This is an optimization exercise on Yosys and OpenROAD, whose aim is small area, a short achievable clock period and few clock cycles, not a production implementation.
At most, simulation tests tie the RTL to the original design; equivalence was not proved.
Power is estimated from default activity; no workload was simulated.

## char_lcs_edit_script_unit
module char_lcs_edit_script_unit (
  input  logic       clk,
  input  logic       rst,
  input  logic       start,
  output logic       busy,
  input  logic [1:0] op,
  input  logic [7:0] ch,
  output logic       strobe,
  output logic [1:0] tag,
  output logic [7:0] ch_res,
  output logic       last,
  output logic       overflow
);
  localparam int ML = cled_pkg::MaxLen;
  typedef enum logic [2:0] {
    S_IDLE,
    S_REF0,
    S_REF,
    S_TRACE,
    S_EMIT,
    S_FINAL
  } st_t;
  st_t state;
  logic        busy_r, strobe_r, last_r, dropped, tab_ok, pb_v, all_d, cur_k, at_m;
  logic        tw_v, tw_rec, d_r;
  logic [1:0]  tag_r;
  logic [7:0]  chres_r;
  logic [4:0]  len_a, len_b, ba, ta, ei;
  logic [3:0]  wslot, tw_slot;
  logic [15:0] prev_v, mt_r;
  logic [16:0] mask, cur_mask;
  logic [7:0]  mem_a [ML];
  logic [7:0]  mem_b [ML];
  logic [15:0] tab [ML];
  logic acc, acc_a, acc_b, acc_run, app_a, app_b;
  assign acc = start & ~busy_r & ~rst;
  assign acc_a = acc & (op == cled_pkg::OP_APPEND_A);
  assign acc_b = acc & (op == cled_pkg::OP_APPEND_B);
  assign acc_run = acc & (op == cled_pkg::OP_RUN);
  assign app_a = acc_a & ~len_a[4];
  assign app_b = acc_b & ~len_b[4];
  logic [7:0]  cmp_ch, rd_b;
  logic [15:0] mt;
  always_comb begin
    rd_b = mem_b[ba[3:0]];
    cmp_ch = (state == S_IDLE) ? ch : rd_b;
  ...
For scale: about 1800 cells after synthesis, about 650 flip-flops, about 27 I/O pins, roughly 29000 um2 of cells after synthesis.
Settings: LEC_CHECK=0, CAP_MARGIN=20, CORE_MARGIN=2, CORE_UTILIZATION=40, SETUP_SLACK_MARGIN=5, SLEW_MARGIN=20, TNS_END_PERCENT=5; clock period 7.5 ns.
run.sh (not shown) runs the stock make flow with config.mk's settings and CLKGATE_MAP_FILE= SYNTH_SCRIPT=/design/flow/synth_recipe.tcl, a recipe that flattens the netlist after the stock synthesis.
Edit:
--- a/flow/design.v
+++ b/flow/design.v
@@ -211,16 +211,16 @@
   always_ff @(posedge clk) begin
     if (tw_v) tab[tw_slot] <= tw_rec ? {10'd0, d_r, mbin} : prev_v;
     tw_v <= pb_v | (state == S_REF) | (state == S_TRACE);
     tw_slot <= wslot;
     tw_rec <= (state == S_TRACE);
   end
   always_ff @(posedge clk) begin
-    if (!len_a[4]) mem_a[len_a[3:0]] <= ch;
-    if (!len_b[4]) mem_b[len_b[3:0]] <= ch;
+    if (app_a) mem_a[len_a[3:0]] <= ch;
+    if (app_b) mem_b[len_b[3:0]] <= ch;
     if (state == S_IDLE && len_b == '0) prev_v <= '0;
     else if (pb_v) prev_v <= vnew;
     case (state)
       S_IDLE: begin
         if (app_b) begin
           mt_r <= mt;
           wslot <= len_b[3:0];
=> Clock skew rises by 0.012 ns; global-route usage is higher by 1.4 points; sequential cell count does not change; via count went up by 5.8%; setup slack improved by 0.25 ns; register-to-register slack improved by 0.28 ns; cell area goes up by 3.8%; synthesized area grows by 0.54%; maximum frequency goes up by 9.5%; power came out higher by 8.7%; wire length rises by 12%; worst hold slack is better by 0.0086 ns.
Testbench counts after the change, summed over its fixed seeds: cycles 15,636.
Function not checked in the first run of this note: the RTL went through the layout flow alone.

========
== the baseline ==
The RTL this note starts from:
==> flow/design.v <==
package cled_pkg;
  localparam int MaxLen = 16;
  localparam int LenW = $clog2(MaxLen + 1);
  localparam int IdxW = (MaxLen > 1) ? $clog2(MaxLen) : 1;
  typedef enum logic [1:0] {
    OP_APPEND_A = 2'd0,
    OP_APPEND_B = 2'd1,
    OP_RUN      = 2'd2,
    OP_NONE     = 2'd3
  } op_t;
  typedef enum logic [1:0] {
    TAG_EQUAL  = 2'd0,
    TAG_DELETE = 2'd1,
    TAG_INSERT = 2'd2,
    TAG_WHOLE  = 2'd3
  } tag_t;
endpackage
module cled_ram #(
  parameter int Width = 8,
  parameter int Depth = 32
) (
  input  logic                     clk,
  input  logic                     we,
  input  logic [$clog2(Depth)-1:0] waddr,
  input  logic [Width-1:0]         wdata,
  input  logic [$clog2(Depth)-1:0] raddr,
  output logic [Width-1:0]         rdata
);
  logic [Width-1:0] mem [Depth];
  always_ff @(posedge clk) begin
    if (we) begin
      mem[waddr] <= wdata;
    end
    rdata <= mem[raddr];
  end
endmodule
module char_lcs_edit_script_unit (
  input  logic       clk,
  input  logic       rst,
  input  logic       start,
  output logic       busy,
  input  logic [1:0] op,
  input  logic [7:0] ch,
  output logic       strobe,
  output logic [1:0] tag,
  output logic [7:0] ch_res,
  output logic       last,
  output logic       overflow
);
  localparam int ML = cled_pkg::MaxLen;
  typedef enum logic [2:0] {
    S_IDLE,
    S_REF0,
    S_REF,
    S_TRACE,
    S_EMIT,
    S_FINAL
  } st_t;
  st_t state;
  logic        busy_r, strobe_r, last_r, dropped, tab_ok, all_d, cur_k, at_m;
  logic        pa, pb, del_r;
  logic [7:0]  ch_r;
  logic        tw_v, tw_rec, d_r;
  logic [1:0]  tag_r;
  logic [7:0]  chres_r;
  logic [4:0]  len_a, len_b, ba, ta, ei;
  logic [3:0]  wslot, tw_slot, lbm1;
  logic [15:0] prev_v, mt_r;
  logic [16:0] mask, cur_mask;
  logic [7:0]  mem_a [ML];
  logic [7:0]  mem_b [ML];
  logic [15:0] tab [ML];
  logic acc, acc_a, acc_b, acc_run, app_a, app_b, full_a, full_b;
  assign full_a = len_a[4] | ((len_a == 5'd15) & pa);
  assign full_b = len_b[4] | ((len_b == 5'd15) & pb);
  assign acc = start & ~busy_r & ~rst;
  assign acc_a = acc & (op == cled_pkg::OP_APPEND_A);
  assign acc_b = acc & (op == cled_pkg::OP_APPEND_B);
  assign acc_run = acc & (op == cled_pkg::OP_RUN);
  assign app_a = acc_a & ~full_a;
  assign app_b = acc_b & ~full_b;
  logic   lb_zero_nx, tab_ok_nx;
  st_t    run_st;
  always_comb begin
    lb_zero_nx = (len_b == '0) & ~pb;
    tab_ok_nx = tab_ok & ~(pa & (len_b != '0));
    if (lb_zero_nx) run_st = S_EMIT;
    else if (tab_ok_nx) run_st = S_TRACE;
    else run_st = S_REF0;
  end
  logic [7:0]  cmp_ch, rd_b;
  logic [15:0] mt;
  always_comb begin
    rd_b = mem_b[ba[3:0]];
    cmp_ch = (state == S_IDLE) ? ch_r : rd_b;
    for (int k = 0; k < ML; k++) mt[k] = (mem_a[k] == cmp_ch);
  end
  logic [15:0] vnew, hc, em;
  logic [15:0] gg [5];
  logic [15:0] pp [5];
  always_comb begin
    em = pb ? mt : mt_r;
    gg[0] = em & ~prev_v;
    pp[0] = ~prev_v;
    for (int l = 0; l < 4; l++) begin
      for (int k = 0; k < ML; k++) begin
        if (k >= (1 << l)) begin
          gg[l+1][k] = gg[l][k] | (pp[l][k] & gg[l][k-(1<<l)]);
          pp[l+1][k] = pp[l][k] & pp[l][k-(1<<l)];
        end else begin
          gg[l+1][k] = gg[l][k];
          pp[l+1][k] = pp[l][k];
        end
      end
    end
    hc = gg[4];
    vnew[0] = em[0] | prev_v[0];
    for (int k = 1; k < ML; k++) vnew[k] = ~hc[k-1] & (em[k] | prev_v[k]);
  end
  logic [16:0] mrow, sq, tt, newmask;
  logic        d;
  always_comb begin
    mrow = {mt_r, 1'b0};
    sq = {mt_r | prev_v, 1'b1} & mask;
    tt = sq;
    tt = tt | (tt >> 1);
    tt = tt | (tt >> 2);
    tt = tt | (tt >> 4);
    tt = tt | (tt >> 8);
    tt = tt | (tt >> 16);
    d = |(sq & mrow & ~(tt >> 1));
    newmask = (tt >> 1) | (sq & ~mrow);
  end
  logic [16:0] moh;
  logic [4:0]  mbin;
  always_comb begin
    moh = mask & ~(mask >> 1);
    for (int b = 0; b < 5; b++) begin
      mbin[b] = 1'b0;
      for (int k = 0; k < 17; k++) if (((k >> b) & 1) == 1) mbin[b] = mbin[b] | moh[k];
    end
  end
  logic       f_del, f_eq, f_ident, f_last;
  logic [1:0] f_tag;
  logic [7:0] f_ch;
  always_comb begin
    f_del = newmask[1];
    f_eq = ~tt[2] & sq[1] & mrow[1];
    f_ident = all_d & f_eq & (len_a == len_b);
    f_last = ~f_del && (len_b == 5'd1) && (f_eq ? (len_a == 5'd1) : (len_a == '0));
    f_ch = (f_del | f_eq) ? mem_a[0] : mem_b[0];
    f_tag = f_del ? cled_pkg::TAG_DELETE : (f_eq ? cled_pkg::TAG_EQUAL : cled_pkg::TAG_INSERT);
  end
  logic [4:0]  ei1, ei2, ni;
  logic        del, eqs, step, lastn, ident, tam, c1, c2, c3, del_nx;
  logic [14:0] cm_lo;
  logic [1:0]  etag;
  logic [7:0]  ech;
  logic [15:0] rec;
  logic [16:0] rec_mask;
  always_comb begin
    rec = tab[ta[3:0]];
    for (int k = 0; k < 17; k++) rec_mask[k] = (5'(k) <= rec[4:0]);
    ei1 = ei + 5'd1;
    ei2 = ei + 5'd2;
    cm_lo = cur_mask[16:2];
    tam = (ta == len_b);
    c1 = at_m ? (ei1 < len_a) : ((ei[3:0] != 4'd15) & ~ei[4] & cm_lo[ei[3:0]]);
    c2 = tam ? (ei1 < len_a) : (ei2 <= rec[4:0]);
    c3 = tam ? (ei < len_a) : (ei1 <= rec[4:0]);
    del = del_r;
    del_nx = del ? c1 : (cur_k ? c2 : c3);
    eqs = ~del & cur_k;
    step = ~del;
    ni = (del | eqs) ? ei1 : ei;
    lastn = ((del | eqs) ? (ei1 == len_a) : (ei == len_a)) && (step ? (ta == len_b) : at_m);
    ech = (del | eqs) ? mem_a[ei[3:0]] : rd_b;
    etag = del ? cled_pkg::TAG_DELETE : (eqs ? cled_pkg::TAG_EQUAL : cled_pkg::TAG_INSERT);
    ident = all_d & ~mask[1] & (len_a == len_b);
  end
  always_ff @(posedge clk) begin
    if (rst) begin
      state <= S_IDLE;
      busy_r <= 1'b0;
      strobe_r <= 1'b0;
      len_a <= '0;
      len_b <= '0;
      dropped <= 1'b0;
      tab_ok <= 1'b1;
      pa <= 1'b0;
      pb <= 1'b0;
    end else begin
      pa <= app_a;
      pb <= app_b;
      if (acc_run) busy_r <= 1'b1;
      if (pa) begin
        len_a <= len_a + 5'd1;
        if (len_b != '0) tab_ok <= 1'b0;
      end
      if (pb) begin
        len_b <= len_b + 5'd1;
        lbm1 <= len_b[3:0];
      end
      if ((acc_a & full_a) | (acc_b & full_b)) dropped <= 1'b1;
      case (state)
        S_IDLE: if (acc_run) state <= run_st;
        S_REF0: state <= S_REF;
        S_REF: if (wslot == lbm1) state <= S_TRACE;
        S_TRACE:
          if (wslot == 4'd0) begin
            strobe_r <= 1'b1;
            state <= (f_ident || f_last) ? S_FINAL : S_EMIT;
          end
        S_EMIT: begin
          strobe_r <= 1'b1;
          if (ident || lastn) state <= S_FINAL;
        end
        S_FINAL: begin
          strobe_r <= 1'b0;
          busy_r <= 1'b0;
          state <= S_IDLE;
          len_a <= '0;
          len_b <= '0;
          dropped <= 1'b0;
          tab_ok <= 1'b1;
        end
        default: state <= S_IDLE;
      endcase
    end
  end
  always_ff @(posedge clk) begin
    if (tw_v) tab[tw_slot] <= tw_rec ? {10'd0, d_r, mbin} : prev_v;
    tw_v <= pb | (state == S_REF) | (state == S_TRACE);
    tw_slot <= pb ? len_b[3:0] : wslot;
    tw_rec <= (state == S_TRACE);
  end
  always_ff @(posedge clk) begin
    ch_r <= ch;
    if (pa) mem_a[len_a[3:0]] <= ch_r;
    if (pb) mem_b[len_b[3:0]] <= ch_r;
    if (pb) prev_v <= vnew;
    else if (state == S_IDLE && len_b == '0) prev_v <= '0;
    case (state)
      S_IDLE: begin
        if (pb) begin
          mt_r <= mt;
          wslot <= len_b[3:0];
        end
        for (int k = 0; k < 17; k++) mask[k] <= (5'(k) <= len_a) | (pa & (5'(k) == len_a + 5'd1));
        all_d <= 1'b1;
        ei <= '0;
        if (tab_ok_nx && !lb_zero_nx) begin
          ba <= pb ? len_b - 5'd1 : len_b - 5'd2;
          ta <= pb ? len_b - 5'd1 : len_b - 5'd2;
        end else begin
          ba <= '0;
          ta <= 5'd1;
        end
        at_m <= lb_zero_nx;
        del_r <= (len_a != '0) | pa;
      end
      S_REF0: begin
        prev_v <= '0;
        mt_r <= mt;
        ba <= ba + 5'd1;
        wslot <= '0;
      end
      S_REF: begin
        prev_v <= vnew;
        if (wslot == lbm1) begin
          ba <= {1'b0, wslot} - 5'd1;
          ta <= {1'b0, wslot} - 5'd1;
        end else begin
          mt_r <= mt;
          ba <= ba + 5'd1;
          wslot <= wslot + 4'd1;
        end
      end
      S_TRACE: begin
        prev_v <= rec;
        mt_r <= mt;
        wslot <= wslot - 4'd1;
        mask <= newmask;
        d_r <= d;
        all_d <= all_d & d;
        if (wslot == 4'd0) begin
          ei <= (f_del | f_eq) ? 5'd1 : 5'd0;
          if (f_del) begin
            ba <= '0;
            ta <= 5'd1;
            cur_mask <= newmask;
            cur_k <= d;
            at_m <= 1'b0;
            del_r <= newmask[2];
          end else begin
            ba <= 5'd1;
            ta <= 5'd2;
            cur_mask <= mask;
            cur_k <= d_r;
            at_m <= (len_b == 5'd1);
            if (len_b == 5'd1) del_r <= f_eq ? (len_a > 5'd1) : (len_a != '0);
            else del_r <= f_eq ? mask[2] : mask[1];
          end
          if (f_ident) begin
            tag_r <= cled_pkg::TAG_WHOLE;
            chres_r <= '0;
            last_r <= 1'b1;
          end else begin
            tag_r <= f_tag;
            chres_r <= f_ch;
            last_r <= f_last;
          end
        end else begin
          ba <= ba - 5'd1;
          ta <= ta - 5'd1;
        end
      end
      S_EMIT: begin
        ei <= ni;
        del_r <= del_nx;
        if (step) begin
          ba <= ta;
          ta <= ta + 5'd1;
          cur_mask <= rec_mask;
          cur_k <= rec[5];
          at_m <= (ta == len_b);
        end
        if (ident) begin
          tag_r <= cled_pkg::TAG_WHOLE;
          chres_r <= '0;
          last_r <= 1'b1;
        end else begin
          tag_r <= etag;
          chres_r <= ech;
          last_r <= lastn;
        end
      end
      default: ;
    endcase
  end
  assign busy = busy_r;
  assign strobe = strobe_r;
  assign tag = tag_r;
  assign ch_res = chres_r;
  assign last = last_r;
  assign overflow = dropped;
endmodule
Settings: LEC_CHECK=0, CAP_MARGIN=20, CORE_MARGIN=2, CORE_UTILIZATION=40, SETUP_SLACK_MARGIN=4.8, SLEW_MARGIN=20; clock period 7.5 ns.
For the candidate, these inputs were changed with respect to the baseline:
--- a/flow/design.v
+++ b/flow/design.v
@@ -58,7 +58,7 @@
   } st_t;
   st_t state;
   logic        busy_r, strobe_r, last_r, dropped, tab_ok, all_d, cur_k, at_m;
-  logic        pa, pb, del_r;
+  logic        pa, pb, pr, pb2, del_r;
   logic [7:0]  ch_r;
   logic        tw_v, tw_rec, d_r;
   logic [1:0]  tag_r;
@@ -79,15 +79,6 @@
   assign acc_run = acc & (op == cled_pkg::OP_RUN);
   assign app_a = acc_a & ~full_a;
   assign app_b = acc_b & ~full_b;
-  logic   lb_zero_nx, tab_ok_nx;
-  st_t    run_st;
-  always_comb begin
-    lb_zero_nx = (len_b == '0) & ~pb;
-    tab_ok_nx = tab_ok & ~(pa & (len_b != '0));
-    if (lb_zero_nx) run_st = S_EMIT;
-    else if (tab_ok_nx) run_st = S_TRACE;
-    else run_st = S_REF0;
-  end
   logic [7:0]  cmp_ch, rd_b;
   logic [15:0] mt;
   always_comb begin
@@ -95,12 +86,11 @@
     cmp_ch = (state == S_IDLE) ? ch_r : rd_b;
     for (int k = 0; k < ML; k++) mt[k] = (mem_a[k] == cmp_ch);
   end
-  logic [15:0] vnew, hc, em;
+  logic [15:0] vnew, hc;
   logic [15:0] gg [5];
   logic [15:0] pp [5];
   always_comb begin
-    em = pb ? mt : mt_r;
-    gg[0] = em & ~prev_v;
+    gg[0] = mt_r & ~prev_v;
     pp[0] = ~prev_v;
     for (int l = 0; l < 4; l++) begin
       for (int k = 0; k < ML; k++) begin
@@ -114,8 +104,8 @@
       end
     end
     hc = gg[4];
-    vnew[0] = em[0] | prev_v[0];
-    for (int k = 1; k < ML; k++) vnew[k] = ~hc[k-1] & (em[k] | prev_v[k]);
+    vnew[0] = mt_r[0] | prev_v[0];
+    for (int k = 1; k < ML; k++) vnew[k] = ~hc[k-1] & (mt_r[k] | prev_v[k]);
   end
   logic [16:0] mrow, sq, tt, newmask;
   logic        d;
@@ -189,9 +179,13 @@
       tab_ok <= 1'b1;
       pa <= 1'b0;
       pb <= 1'b0;
+      pr <= 1'b0;
+      pb2 <= 1'b0;
     end else begin
       pa <= app_a;
       pb <= app_b;
+      pr <= acc_run;
+      pb2 <= pb;
       if (acc_run) busy_r <= 1'b1;
       if (pa) begin
         len_a <= len_a + 5'd1;
@@ -203,7 +197,12 @@
       end
       if ((acc_a & full_a) | (acc_b & full_b)) dropped <= 1'b1;
       case (state)
-        S_IDLE: if (acc_run) state <= run_st;
+        S_IDLE:
+          if (pr) begin
+            if (len_b == '0) state <= S_EMIT;
+            else if (tab_ok) state <= S_TRACE;
+            else state <= S_REF0;
+          end
         S_REF0: state <= S_REF;
         S_REF: if (wslot == lbm1) state <= S_TRACE;
         S_TRACE:
@@ -230,34 +229,34 @@
   end
   always_ff @(posedge clk) begin
     if (tw_v) tab[tw_slot] <= tw_rec ? {10'd0, d_r, mbin} : prev_v;
-    tw_v <= pb | (state == S_REF) | (state == S_TRACE);
-    tw_slot <= pb ? len_b[3:0] : wslot;
+    tw_v <= pb2 | (state == S_REF) | (state == S_TRACE);
+    tw_slot <= wslot;
     tw_rec <= (state == S_TRACE);
   end
   always_ff @(posedge clk) begin
     ch_r <= ch;
     if (pa) mem_a[len_a[3:0]] <= ch_r;
     if (pb) mem_b[len_b[3:0]] <= ch_r;
-    if (pb) prev_v <= vnew;
-    else if (state == S_IDLE && len_b == '0) prev_v <= '0;
+    if (state == S_IDLE && len_b == '0) prev_v <= '0;
+    else if (pb2) prev_v <= vnew;
     case (state)
       S_IDLE: begin
         if (pb) begin
           mt_r <= mt;
           wslot <= len_b[3:0];
         end
-        for (int k = 0; k < 17; k++) mask[k] <= (5'(k) <= len_a) | (pa & (5'(k) == len_a + 5'd1));
+        for (int k = 0; k < 17; k++) mask[k] <= (5'(k) <= len_a);
         all_d <= 1'b1;
         ei <= '0;
-        if (tab_ok_nx && !lb_zero_nx) begin
-          ba <= pb ? len_b - 5'd1 : len_b - 5'd2;
-          ta <= pb ? len_b - 5'd1 : len_b - 5'd2;
+        if (tab_ok && len_b != '0) begin
+          ba <= len_b - 5'd2;
+          ta <= len_b - 5'd2;
         end else begin
           ba <= '0;
           ta <= 5'd1;
         end
-        at_m <= lb_zero_nx;
-        del_r <= (len_a != '0) | pa;
+        at_m <= (len_b == '0);
+        del_r <= (len_a != '0);
       end
       S_REF0: begin
         prev_v <= '0;
[summary]
Between the candidate and the baseline, it is the candidate whose worst slack at placement is higher, by 1.14 ns. Against the baseline, the candidate comes in 1.9 points lower on global-route total usage across every layer. The pin count of the biggest net entering global routing reported for the candidate is greater than that of the baseline by 14%. Max post-synth net total across the candidate and the baseline: the baseline. Between the baseline and the candidate, sequential share of layout area increased. Looking at multiplexer share of the synthesized area, the candidate sits 0.95 points above the baseline. The candidate against the baseline: total power lost 4.4 mW; antenna cell count lost 1; sum of routed wire segments on met1 lost about 4%; die area lost 3.2%. Compared to the baseline, the routing of the candidate uses less wire.
No run of this note included a check of the RTL's function; only the layout flow was run.

-- static timing again, ports no longer ideal --
In the flow no input, the clock included, has a driving cell. The finished layouts below were timed again as built, in two steps. Step 1 assumes that a clkbuf_16 drives the clock port and a buf_2 every other input. Step 2 times the ports against the registers' clock, not the clock port: input delays grow and output delays shrink by t, the midpoint of the rising clock arrivals with the driver on. a / b / c = no drivers / after step 1 / after step 2; a / b = the first two.
| run | shift t [ns] | slack for setup (ns) | clock arrival spread, ns | worst slew at a driven data input, ns |
|---|---|---|---|---|
| the first run of note 1 | 0.653 | 4.582 / 4.582 / 4.020 | 0.030 / 0.030 | 0.07 |
| the second run of note 1 | 0.670 | 4.835 / 4.768 / 4.226 | 0.039 / 0.038 | 0.08 |
| the baseline | 0.685 | 3.572 / 3.572 / 3.572 | 0.030 / 0.030 | 0.04 |
| the candidate | 0.680 | 4.488 / 4.488 / 4.488 | 0.037 / 0.037 | 0.04 |
After both steps every run listed still meets setup and hold. For the second run of note 1, which loses most, drivers alone change the setup slack by -0.067 ns; drivers and shift together by -0.609 ns.
